From an optimization exercise on the open Yosys and OpenROAD flow, aimed at small area; shortcuts taken in it are not production practice. Only simulation tests tie the RTL to the original design; equivalence was not proved. Power is estimated from default activity; no workload was simulated.

==> 05-01: inputs <==
// conv5x5_top
module conv5x5_top (
  input  wire logic             clk,
  input  wire logic             rst,
  input  wire conv_pkg::pixel_t row0,      
  input  wire conv_pkg::pixel_t row1,
  input  wire conv_pkg::pixel_t row2,
  input  wire conv_pkg::pixel_t row3,
  input  wire conv_pkg::pixel_t row4,      
  output conv_pkg::pixel_t      pix_out    
);
==> module mac_tap, before the edit <==
module mac_tap (
  input  wire logic clk,
  input  wire logic rst,
  output logic      valid
);
  logic [4:0] lfsr;
  logic       seen;
  always_ff @(posedge clk) begin
    if (rst) begin
      lfsr <= '0;
      seen <= 1'b0;
    end else begin
      lfsr <= {lfsr[3:0], ~(lfsr[4] ^ lfsr[2])};
      seen <= seen | (lfsr == 5'd26);
    end
  end
  assign valid = seen;
endmodule
==> flow/config.mk <==
export PLATFORM = sky130hd
export DESIGN_NAME = conv5x5_top
export DESIGN_NICKNAME = conv5x5_top
export VERILOG_FILES = /design/flow/design.v
export SDC_FILE = /design/flow/constraint.sdc
export NUM_CORES = 4
export LEC_CHECK = 0
export CAP_MARGIN = 20
export CORE_MARGIN = 2
export CORE_UTILIZATION = 65
export SLEW_MARGIN = 20
export SYNTH_HIERARCHICAL = 1
==> flow/constraint.sdc <==
create_clock -name core_clock -period 4.0 [get_ports {clk}]
set_input_delay 0.8000 -clock core_clock [delete_from_list [all_inputs] [get_ports {clk}]]
set_output_delay 0.8000 -clock core_clock [all_outputs]
set_load 0.01 [all_outputs]
standard.sh (not shown) runs the stock make flow with config.mk's settings and CLKGATE_MAP_FILE= SYNTH_SCRIPT=/design/flow/synth_recipe.tcl, a recipe that flattens the netlist after the stock synthesis.
==> flow/flow/run.sh <==
#!/bin/bash
export BUFFER_PORTS_ARGS="-buffer_cell sky130_fd_sc_hd__buf_1"
export CTS_ARGS="-sink_clustering_enable -repair_clock_nets -dont_use_dummy_load -sink_clustering_size 11 -sink_clustering_max_diameter 50 -buf_list sky130_fd_sc_hd__clkbuf_4"
bash standard.sh > standard.log 2>&1
==> 12-24 (differences from 05-01) <==
--- a/flow/design.v
+++ b/flow/design.v
@@ -23,30 +23,34 @@
   end
   assign pix_out = shreg[depth-1];
 endmodule
 `default_nettype wire
 `default_nettype none
 module mac_tap (
   input  wire logic clk,
   input  wire logic rst,
-  output logic      valid
+  output logic      valid,
+  output logic      rst_q,    
+  output logic      rst_g     
 );
-  logic [4:0] lfsr;
-  logic       seen;
+  localparam logic [15:0] fb_table = 16'b0011_0000_1110_1110;
+  logic [4:0] sr;
+  logic       fb;
+  assign fb = fb_table[{sr[4], sr[3], sr[2], sr[0]}];
   always_ff @(posedge clk) begin
     if (rst) begin
-      lfsr <= '0;
-      seen <= 1'b0;
+      sr <= 5'd3;
     end else begin
-      lfsr <= {lfsr[3:0], ~(lfsr[4] ^ lfsr[2])};
-      seen <= seen | (lfsr == 5'd26);
+      sr <= {sr[3:0], fb};
     end
   end
-  assign valid = seen;
+  assign valid = (sr == 5'd0);
+  assign rst_q = (sr == 5'd3);
+  assign rst_g = (sr[4:3] == 2'b00) && (sr[1:0] == 2'b11);   
 endmodule
 `default_nettype wire
 `default_nettype none
 module fa_cell (
   input  wire logic a,
   input  wire logic b,
   input  wire logic ci,
   output logic      s,
@@ -63,17 +67,19 @@
 );
   assign s  = a ^ b;
   assign co = a & b;
 endmodule
 `default_nettype wire
 `default_nettype none
 module mac_cascade (
   input  wire logic             clk,
-  input  wire logic             rst,
+  input  wire logic             rst,         
+  input  wire logic             rst_q,       
+  input  wire logic             rst_g,       
   input  wire conv_pkg::pixel_t row0,
   input  wire conv_pkg::pixel_t row1,
   input  wire conv_pkg::pixel_t row2,
   input  wire conv_pkg::pixel_t row3,
   input  wire conv_pkg::pixel_t row4,
   output conv_pkg::pixel_t      pix_raw
 );
   wire c2;
@@ -84,17 +90,17 @@
   wire c15;
   wire c17;
   wire c20;
   wire c22;
   wire c25;
   wire c27;
   wire c30;
   wire c34;
-  wire c36;
+  wire c37;
   wire c39;
   wire c42;
   wire c44;
   wire c46;
   wire c48;
   wire c50;
   wire c52;
   wire c54;
@@ -169,29 +175,29 @@
   wire c219;
   wire c222;
   wire c224;
   wire c228;
   wire c230;
   wire c232;
   wire c242;
   wire c245;
-  wire c248;
-  wire c252;
+  wire c249;
+  wire c253;
   wire c256;
   wire c260;
   wire c263;
   wire c267;
   wire c270;
   wire c274;
   wire c276;
   wire c278;
   wire c280;
   wire c283;
-  wire c285;
+  wire c287;
   wire c289;
   wire c292;
   wire c296;
   wire c299;
   wire c301;
   wire c303;
   wire c305;
   wire c307;
@@ -204,17 +210,17 @@
   wire c325;
   wire c328;
   wire g3;
   wire g8;
   wire g13;
   wire g18;
   wire g23;
   wire g28;
-  wire g37;
+  wire g35;
   wire g40;
   wire g105;
   wire g106;
   wire g107;
   wire g108;
   wire g109;
   wire g110;
   wire g111;
@@ -240,19 +246,19 @@
   wire g235;
   wire g236;
   wire g237;
   wire g238;
   wire g239;
   wire g240;
   wire g243;
   wire g246;
-  wire g249;
+  wire g247;
   wire g250;
-  wire g253;
+  wire g251;
   wire g254;
   wire g257;
   wire g258;
   wire g261;
   wire g264;
   wire g265;
   wire g268;
   wire g271;
@@ -274,17 +280,17 @@
   wire s14;
   wire s16;
   wire s19;
   wire s21;
   wire s24;
   wire s26;
   wire s29;
   wire s33;
-  wire s35;
+  wire s36;
   wire s38;
   wire s41;
   wire s43;
   wire s45;
   wire s47;
   wire s49;
   wire s51;
   wire s53;
@@ -359,29 +365,29 @@
   wire s218;
   wire s221;
   wire s223;
   wire s227;
   wire s229;
   wire s231;
   wire s241;
   wire s244;
-  wire s247;
-  wire s251;
+  wire s248;
+  wire s252;
   wire s255;
   wire s259;
   wire s262;
   wire s266;
   wire s269;
   wire s273;
   wire s275;
   wire s277;
   wire s279;
   wire s282;
-  wire s284;
+  wire s286;
   wire s288;
   wire s291;
   wire s295;
   wire s298;
   wire s300;
   wire s302;
   wire s304;
   wire s306;
@@ -500,18 +506,16 @@
   logic r1_0_0;
   logic r1_1_0;
   logic r1_2_0;
   logic r1_3_0;
   logic r1_4_0;
   logic r1_5_0;
   logic r1_6_0;
   logic r1_7_0;
-  logic rst_q, rst_qq;   
-  wire  rst_g = rst_q | rst_qq;
   ha_cell u_s1 (.a(row0[0]), .b(row4[0]), .s(s1), .co(c2));
   assign g3 = ~row2[0];
   fa_cell u_s4 (.a(row0[1]), .b(row4[1]), .ci(g3), .s(s4), .co(c5));
   ha_cell u_s6 (.a(c2), .b(s4), .s(s6), .co(c7));
   assign g8 = ~row2[1];
   fa_cell u_s9 (.a(row0[2]), .b(row4[2]), .ci(g8), .s(s9), .co(c10));
   fa_cell u_s11 (.a(c5), .b(s9), .ci(c7), .s(s11), .co(c12));
   assign g13 = ~row2[2];
@@ -521,36 +525,36 @@
   fa_cell u_s19 (.a(row0[4]), .b(row4[4]), .ci(g18), .s(s19), .co(c20));
   fa_cell u_s21 (.a(c15), .b(s19), .ci(c17), .s(s21), .co(c22));
   assign g23 = ~row2[4];
   fa_cell u_s24 (.a(row0[5]), .b(row4[5]), .ci(g23), .s(s24), .co(c25));
   fa_cell u_s26 (.a(c20), .b(s24), .ci(c22), .s(s26), .co(c27));
   assign g28 = ~row2[5];
   fa_cell u_s29 (.a(row0[6]), .b(row4[6]), .ci(g28), .s(s29), .co(c30));
   ha_cell u_s33 (.a(c25), .b(s29), .s(s33), .co(c34));
-  fa_cell u_s35 (.a(row0[7]), .b(row4[7]), .ci(c30), .s(s35), .co(c36));
-  assign g37 = ~row2[6];
-  fa_cell u_s38 (.a(g37), .b(c34), .ci(s35), .s(s38), .co(c39));
+  assign g35 = ~row2[6];
+  fa_cell u_s36 (.a(row0[7]), .b(row4[7]), .ci(g35), .s(s36), .co(c37));
+  fa_cell u_s38 (.a(c30), .b(s36), .ci(c34), .s(s38), .co(c39));
   assign g40 = ~row2[7];
-  fa_cell u_s41 (.a(g40), .b(c36), .ci(c39), .s(s41), .co(c42));
+  fa_cell u_s41 (.a(g40), .b(c37), .ci(c39), .s(s41), .co(c42));
   ha_cell u_s43 (.a(row1[0]), .b(row3[0]), .s(s43), .co(c44));
   fa_cell u_s45 (.a(row2[0]), .b(row1[1]), .ci(row3[1]), .s(s45), .co(c46));
   ha_cell u_s47 (.a(c44), .b(s45), .s(s47), .co(c48));
   fa_cell u_s49 (.a(row2[1]), .b(row1[2]), .ci(row3[2]), .s(s49), .co(c50));
   fa_cell u_s51 (.a(c46), .b(s49), .ci(c48), .s(s51), .co(c52));
   fa_cell u_s53 (.a(row2[2]), .b(row1[3]), .ci(row3[3]), .s(s53), .co(c54));
   fa_cell u_s55 (.a(c50), .b(s53), .ci(c52), .s(s55), .co(c56));
   fa_cell u_s57 (.a(row2[3]), .b(row1[4]), .ci(row3[4]), .s(s57), .co(c58));
   fa_cell u_s59 (.a(c54), .b(s57), .ci(c56), .s(s59), .co(c60));
   fa_cell u_s61 (.a(row2[4]), .b(row1[5]), .ci(row3[5]), .s(s61), .co(c62));
   fa_cell u_s63 (.a(c58), .b(s61), .ci(c60), .s(s63), .co(c64));
   fa_cell u_s65 (.a(row2[5]), .b(row1[6]), .ci(row3[6]), .s(s65), .co(c66));
   ha_cell u_s69 (.a(c62), .b(s65), .s(s69), .co(c70));
-  fa_cell u_s71 (.a(row2[6]), .b(row3[7]), .ci(c66), .s(s71), .co(c72));
-  fa_cell u_s73 (.a(row1[7]), .b(c70), .ci(s71), .s(s73), .co(c74));
+  fa_cell u_s71 (.a(row2[6]), .b(row1[7]), .ci(row3[7]), .s(s71), .co(c72));
+  fa_cell u_s73 (.a(c66), .b(s71), .ci(c70), .s(s73), .co(c74));
   fa_cell u_s75 (.a(row2[7]), .b(c72), .ci(c74), .s(s75), .co(c76));
   ha_cell u_s77 (.a(ip_1_0), .b(ip_0_0), .s(s77), .co(c78));
   fa_cell u_s79 (.a(ip_2_0), .b(ip_1_0), .ci(c78), .s(s79), .co(c80));
   fa_cell u_s81 (.a(ip_3_0), .b(ip_2_0), .ci(c80), .s(s81), .co(c82));
   fa_cell u_s83 (.a(ip_4_0), .b(ip_3_0), .ci(c82), .s(s83), .co(c84));
   fa_cell u_s85 (.a(ip_5_0), .b(ip_4_0), .ci(c84), .s(s85), .co(c86));
   fa_cell u_s87 (.a(ip_6_0), .b(ip_6_1), .ci(ip_5_0), .s(s87), .co(c88));
   ha_cell u_s89 (.a(s87), .b(c86), .s(s89), .co(c90));
@@ -588,18 +592,18 @@
   fa_cell u_s140 (.a(z1b_3_0), .b(i3_1_0), .ci(ia_2_0), .s(s140), .co(c141));
   fa_cell u_s142 (.a(c137), .b(s140), .ci(c139), .s(s142), .co(c143));
   fa_cell u_s144 (.a(z1b_4_0), .b(i3_2_0), .ci(ia_3_0), .s(s144), .co(c145));
   fa_cell u_s146 (.a(c141), .b(s144), .ci(c143), .s(s146), .co(c147));
   fa_cell u_s148 (.a(z1b_5_0), .b(i3_3_0), .ci(ia_4_0), .s(s148), .co(c149));
   fa_cell u_s150 (.a(c145), .b(s148), .ci(c147), .s(s150), .co(c151));
   fa_cell u_s152 (.a(z1b_6_0), .b(i3_4_0), .ci(ia_5_0), .s(s152), .co(c153));
   fa_cell u_s154 (.a(c149), .b(s152), .ci(c151), .s(s154), .co(c155));
-  fa_cell u_s156 (.a(z1b_7_0), .b(i3_5_0), .ci(ia_6_0), .s(s156), .co(c157));
-  fa_cell u_s158 (.a(ia_6_1), .b(c153), .ci(s156), .s(s158), .co(c159));
+  fa_cell u_s156 (.a(z1b_7_0), .b(ia_6_0), .ci(ia_6_1), .s(s156), .co(c157));
+  fa_cell u_s158 (.a(i3_5_0), .b(c153), .ci(s156), .s(s158), .co(c159));
   ha_cell u_s160 (.a(s158), .b(c155), .s(s160), .co(c161));
   fa_cell u_s162 (.a(z1b_8_0), .b(i3_6_0), .ci(ia_7_0), .s(s162), .co(c163));
   fa_cell u_s164 (.a(c157), .b(s162), .ci(c159), .s(s164), .co(c165));
   ha_cell u_s166 (.a(s164), .b(c161), .s(s166), .co(c167));
   fa_cell u_s168 (.a(z1b_9_0), .b(i3_7_0), .ci(ia_8_0), .s(s168), .co(c169));
   fa_cell u_s170 (.a(c163), .b(s168), .ci(c165), .s(s170), .co(c171));
   ha_cell u_s172 (.a(s170), .b(c167), .s(s172), .co(c173));
   fa_cell u_s174 (.a(z1b_10_0), .b(i3_8_0), .ci(ia_9_0), .s(s174), .co(c175));
@@ -636,60 +640,60 @@
   fa_cell u_s229 (.a(z3_13_0), .b(i3_10_0), .ci(c228), .s(s229), .co(c230));
   fa_cell u_s231 (.a(z3_14_0), .b(i3_11_0), .ci(c230), .s(s231), .co(c232));
   assign g233 = z3_15_0 ^ c232;
   assign g234 = ~s203;
   assign g235 = ~s206;
   assign g236 = ~s209;
   assign g237 = ~s218;
   assign g238 = ~s221;
-  assign g239 = ~z4_0_0 & ~ia_0_0;
+  assign g239 = ~ia_0_0 & ~z4_0_0;
   assign g240 = ~ia_1_0;
   fa_cell u_s241 (.a(z4_1_0), .b(g240), .ci(g239), .s(s241), .co(c242));
   assign g243 = ~i3_0_0;
-  fa_cell u_s244 (.a(z4_2_0), .b(ia_2_0), .ci(g243), .s(s244), .co(c245));
+  fa_cell u_s244 (.a(ia_2_0), .b(z4_2_0), .ci(g243), .s(s244), .co(c245));
   assign g246 = (~s244 & c242) | (~s244 & s241) | (c242 & s241);
-  fa_cell u_s247 (.a(z4_3_0), .b(ia_3_0), .ci(c245), .s(s247), .co(c248));
-  assign g249 = (i3_1_0 & ~s247) | (i3_1_0 & g246) | (~s247 & g246);
-  assign g250 = ~i3_2_0;
-  fa_cell u_s251 (.a(z4_4_0), .b(ia_4_0), .ci(g250), .s(s251), .co(c252));
-  assign g253 = (~s251 & ~c248) | (~s251 & g249) | (~c248 & g249);
-  assign g254 = ~i3_3_0;
-  fa_cell u_s255 (.a(z4_5_0), .b(ia_5_0), .ci(g254), .s(s255), .co(c256));
-  assign g257 = (~c252 & ~s255) | (~c252 & g253) | (~s255 & g253);
+  assign g247 = ~i3_1_0;
+  fa_cell u_s248 (.a(ia_3_0), .b(z4_3_0), .ci(g247), .s(s248), .co(c249));
+  assign g250 = (~c245 & ~s248) | (~c245 & g246) | (~s248 & g246);
+  assign g251 = ~i3_2_0;
+  fa_cell u_s252 (.a(ia_4_0), .b(z4_4_0), .ci(g251), .s(s252), .co(c253));
+  assign g254 = (~c249 & ~s252) | (~c249 & g250) | (~s252 & g250);
+  fa_cell u_s255 (.a(ia_5_0), .b(z4_5_0), .ci(c253), .s(s255), .co(c256));
+  assign g257 = (i3_3_0 & ~s255) | (i3_3_0 & g254) | (~s255 & g254);
   assign g258 = ~ia_6_1;
   fa_cell u_s259 (.a(z4_6_0), .b(i3_4_0), .ci(g258), .s(s259), .co(c260));
   assign g261 = ~s259;
-  fa_cell u_s262 (.a(ia_6_0), .b(c256), .ci(g261), .s(s262), .co(c263));
+  fa_cell u_s262 (.a(ia_6_0), .b(g261), .ci(c256), .s(s262), .co(c263));
   assign g264 = ~s262 & g257;
   assign g265 = ~ia_7_0;
   fa_cell u_s266 (.a(z4_7_0), .b(i3_5_0), .ci(g265), .s(s266), .co(c267));
   assign g268 = ~c263;
   fa_cell u_s269 (.a(c260), .b(s266), .ci(g268), .s(s269), .co(c270));
   assign g271 = s269 | g264;
   assign g272 = ~ia_8_0;
   fa_cell u_s273 (.a(z4_8_0), .b(i3_6_0), .ci(g272), .s(s273), .co(c274));
   fa_cell u_s275 (.a(c267), .b(s273), .ci(c270), .s(s275), .co(c276));
   ha_cell u_s277 (.a(s275), .b(g271), .s(s277), .co(c278));
-  ha_cell u_s279 (.a(z4_9_0), .b(ia_9_0), .s(s279), .co(c280));
+  ha_cell u_s279 (.a(ia_9_0), .b(z4_9_0), .s(s279), .co(c280));
   assign g281 = ~s279;
   fa_cell u_s282 (.a(i3_7_0), .b(g281), .ci(c274), .s(s282), .co(c283));
-  fa_cell u_s284 (.a(s282), .b(c276), .ci(c278), .s(s284), .co(c285));
+  fa_cell u_s286 (.a(s282), .b(c276), .ci(c278), .s(s286), .co(c287));
   ha_cell u_s288 (.a(z4_10_0), .b(c280), .s(s288), .co(c289));
   assign g290 = ~s288;
   fa_cell u_s291 (.a(i3_8_0), .b(g290), .ci(c283), .s(s291), .co(c292));
   fa_cell u_s295 (.a(z4_11_0), .b(z4_11_1), .ci(i3_9_0), .s(s295), .co(c296));
   assign g297 = ~c289;
   fa_cell u_s298 (.a(g297), .b(s295), .ci(c292), .s(s298), .co(c299));
   fa_cell u_s300 (.a(z4_12_0), .b(i3_10_0), .ci(c296), .s(s300), .co(c301));
   ha_cell u_s302 (.a(s300), .b(c299), .s(s302), .co(c303));
   fa_cell u_s304 (.a(z4_13_0), .b(i3_11_0), .ci(c301), .s(s304), .co(c305));
   fa_cell u_s306 (.a(s304), .b(c303), .ci(s302), .s(s306), .co(c307));
-  fa_cell u_s308 (.a(z4_14_0), .b(c307), .ci(s306), .s(s308), .co(c309));
-  ha_cell u_s310 (.a(c305), .b(s308), .s(s310), .co(c311));
+  fa_cell u_s308 (.a(z4_14_0), .b(c305), .ci(s306), .s(s308), .co(c309));
+  ha_cell u_s310 (.a(c307), .b(s308), .s(s310), .co(c311));
   assign g312 = z4_15_0 ^ c309 ^ c311;
   assign g313 = g312 ^ s310;
   ha_cell u_s314 (.a(r0_9_0), .b(r0_9_1), .s(s314), .co(c315));
   fa_cell u_s316 (.a(r0_10_0), .b(r0_10_1), .ci(c315), .s(s316), .co(c317));
   ha_cell u_s318 (.a(r0_11_0), .b(c317), .s(s318), .co(c319));
   assign g320 = ~r0_12_0;
   ha_cell u_s321 (.a(g320), .b(c319), .s(s321), .co(c322));
   assign g323 = ~r0_13_0;
@@ -743,39 +747,35 @@
     z1b_8_0 <= s121;
     z1b_9_0 <= s124;
     z1b_10_0 <= s126;
     z1b_11_0 <= s128;
     z1b_12_0 <= s130;
     z1b_13_0 <= s132;
     z1b_14_0 <= c133;
     r0_8_0 <= s277;
-    r0_9_0 <= s277;
-    r0_9_1 <= s284;
+    r0_9_0 <= s286;
+    r0_9_1 <= s277;
     r0_10_0 <= s291;
-    r0_10_1 <= c285;
+    r0_10_1 <= c287;
     r0_11_0 <= s298;
     r0_12_0 <= s302;
     r0_13_0 <= s306;
     r0_14_0 <= s310;
     r0_15_0 <= g313;
     r1_0_0 <= r0_8_0;
     r1_1_0 <= s314;
     r1_2_0 <= s316;
     r1_3_0 <= s318;
     r1_4_0 <= s321;
     r1_5_0 <= s324;
     r1_6_0 <= s327;
     r1_7_0 <= g329;
   end
   always_ff @(posedge clk) begin
-    rst_q  <= rst;
-    rst_qq <= rst_q;
-  end
-  always_ff @(posedge clk) begin
     if (rst) begin
       ip_0_0 <= 1'b0;
       ip_1_0 <= 1'b0;
       ip_2_0 <= 1'b0;
       ip_3_0 <= 1'b0;
       ip_4_0 <= 1'b0;
       ip_5_0 <= 1'b0;
       ip_6_0 <= 1'b0;
@@ -880,29 +880,31 @@
   input  wire conv_pkg::pixel_t row0,      
   input  wire conv_pkg::pixel_t row1,
   input  wire conv_pkg::pixel_t row2,
   input  wire conv_pkg::pixel_t row3,
   input  wire conv_pkg::pixel_t row4,      
   output conv_pkg::pixel_t      pix_out    
 );
   conv_pkg::pixel_t pix_raw, pix_del;
-  logic valid;
+  logic valid, rst_q, rst_g;
   mac_cascade u_cascade (
-    .clk (clk), .rst (rst),
+    .clk (clk), .rst (rst), .rst_q (rst_q), .rst_g (rst_g),
     .row0 (row0), .row1 (row1), .row2 (row2), .row3 (row3), .row4 (row4),
     .pix_raw (pix_raw)
   );
   row_skew_line #(
     .depth (conv_pkg::out_delay - 2)
   ) u_delay (
     .clk     (clk),
     .pix_in  (pix_raw),
     .pix_out (pix_del)
   );
   mac_tap u_blank (
     .clk   (clk),
     .rst   (rst),
-    .valid (valid)
+    .valid (valid),
+    .rst_q (rst_q),
+    .rst_g (rst_g)
   );
   assign pix_out = valid ? (pix_del ^ conv_pkg::pix_pol) : '0;
 endmodule
 `default_nettype wire
Settings changed: CORE_UTILIZATION 65 to 75.
==> 02-20 (differences from 05-01) <==
--- a/flow/design.v
+++ b/flow/design.v
@@ -25,28 +25,28 @@
 endmodule
 `default_nettype wire
 `default_nettype none
 module mac_tap (
   input  wire logic clk,
   input  wire logic rst,
   output logic      valid
 );
-  logic [4:0] lfsr;
-  logic       seen;
+  localparam logic [15:0] fb_table = 16'b0011_0000_1110_1110;
+  logic [4:0] sr;
+  logic       fb;
+  assign fb = fb_table[{sr[4], sr[3], sr[2], sr[0]}];
   always_ff @(posedge clk) begin
     if (rst) begin
-      lfsr <= '0;
-      seen <= 1'b0;
+      sr <= 5'd3;
     end else begin
-      lfsr <= {lfsr[3:0], ~(lfsr[4] ^ lfsr[2])};
-      seen <= seen | (lfsr == 5'd26);
+      sr <= {sr[3:0], fb};
     end
   end
-  assign valid = seen;
+  assign valid = (sr == 5'd0);
 endmodule
 `default_nettype wire
 `default_nettype none
 module fa_cell (
   input  wire logic a,
   input  wire logic b,
   input  wire logic ci,
   output logic      s,
==> notes <==
Of 05-01 and 02-20, 02-20 has the higher setup slack (gap 0.073 ns).
Routed wire length: 12-24 > 05-01 > 02-20.
In clock power, 05-01 and 02-20 hardly differ.
The lowest core utilization belongs to 02-20, the highest to 12-24.
Final area: 05-01 > 02-20 > 12-24.
==> figures <==
Run status: 12-24 complete, no violations; 02-20 complete, no violations; 05-01 complete, no violations
Average cell area after synthesis: 12-24 16.0 µm²; 02-20 16.0 µm²; 05-01 16.0 µm²
Mean number of vias per cell: 12-24 4.87; 02-20 4.63; 05-01 4.63
# clock sinks: 12-24 284; 02-20 286; 05-01 287
DR vias: 12-24 3,680; 02-20 3,664; 05-01 3,682
Unrepaired setup endpoints after global routing: 12-24 no; 02-20 no; 05-01 -
Number of diodes: 12-24 0; 02-20 1; 05-01 1
Core area: 12-24 11,400 µm²; 02-20 13,200 µm²; 05-01 13,200 µm²
Post-synth cell types: 12-24 26; 02-20 31; 05-01 30
Met1 demand-to-capacity share in global routing: 12-24 23.2%; 02-20 19.1%; 05-01 20.6%
Hold Path End: 12-24 u_delay.shreg[4][6]; 02-20 u_delay.shreg[1][5]; 05-01 u_delay.shreg[1][5]
Post-Syn Area: 12-24 8720 µm²; 02-20 8790 µm²; 05-01 8800 µm²

-- what the ideal ports hide --
The flow's constraints put no driver on any port. The routed layouts listed below were extracted and timed again, unchanged, in two steps.
Step 1: set_driving_cell puts a clkbuf_16 on clk and a buf_2 on each other input, an assumption about the parent block.
Step 2 times the ports against the registers' clock, not the clock port: input delays grow and output delays shrink by t, the midpoint of the rising clock arrivals with the driver on.
Slacks: ideal / step 1 / step 2; pairs: ideal / step 1.
run	t (ns)	setup slack, ns	worst setup path at the end	cell pins on the clock port's net
05-01	0.637	0.113 / 0.113 / 0.113	register to register	1
12-24	0.623	0.187 / 0.187 / 0.187	register to register	1
02-20	0.620	0.186 / 0.186 / 0.186	register to register	1
After both steps every run listed still meets setup and hold.
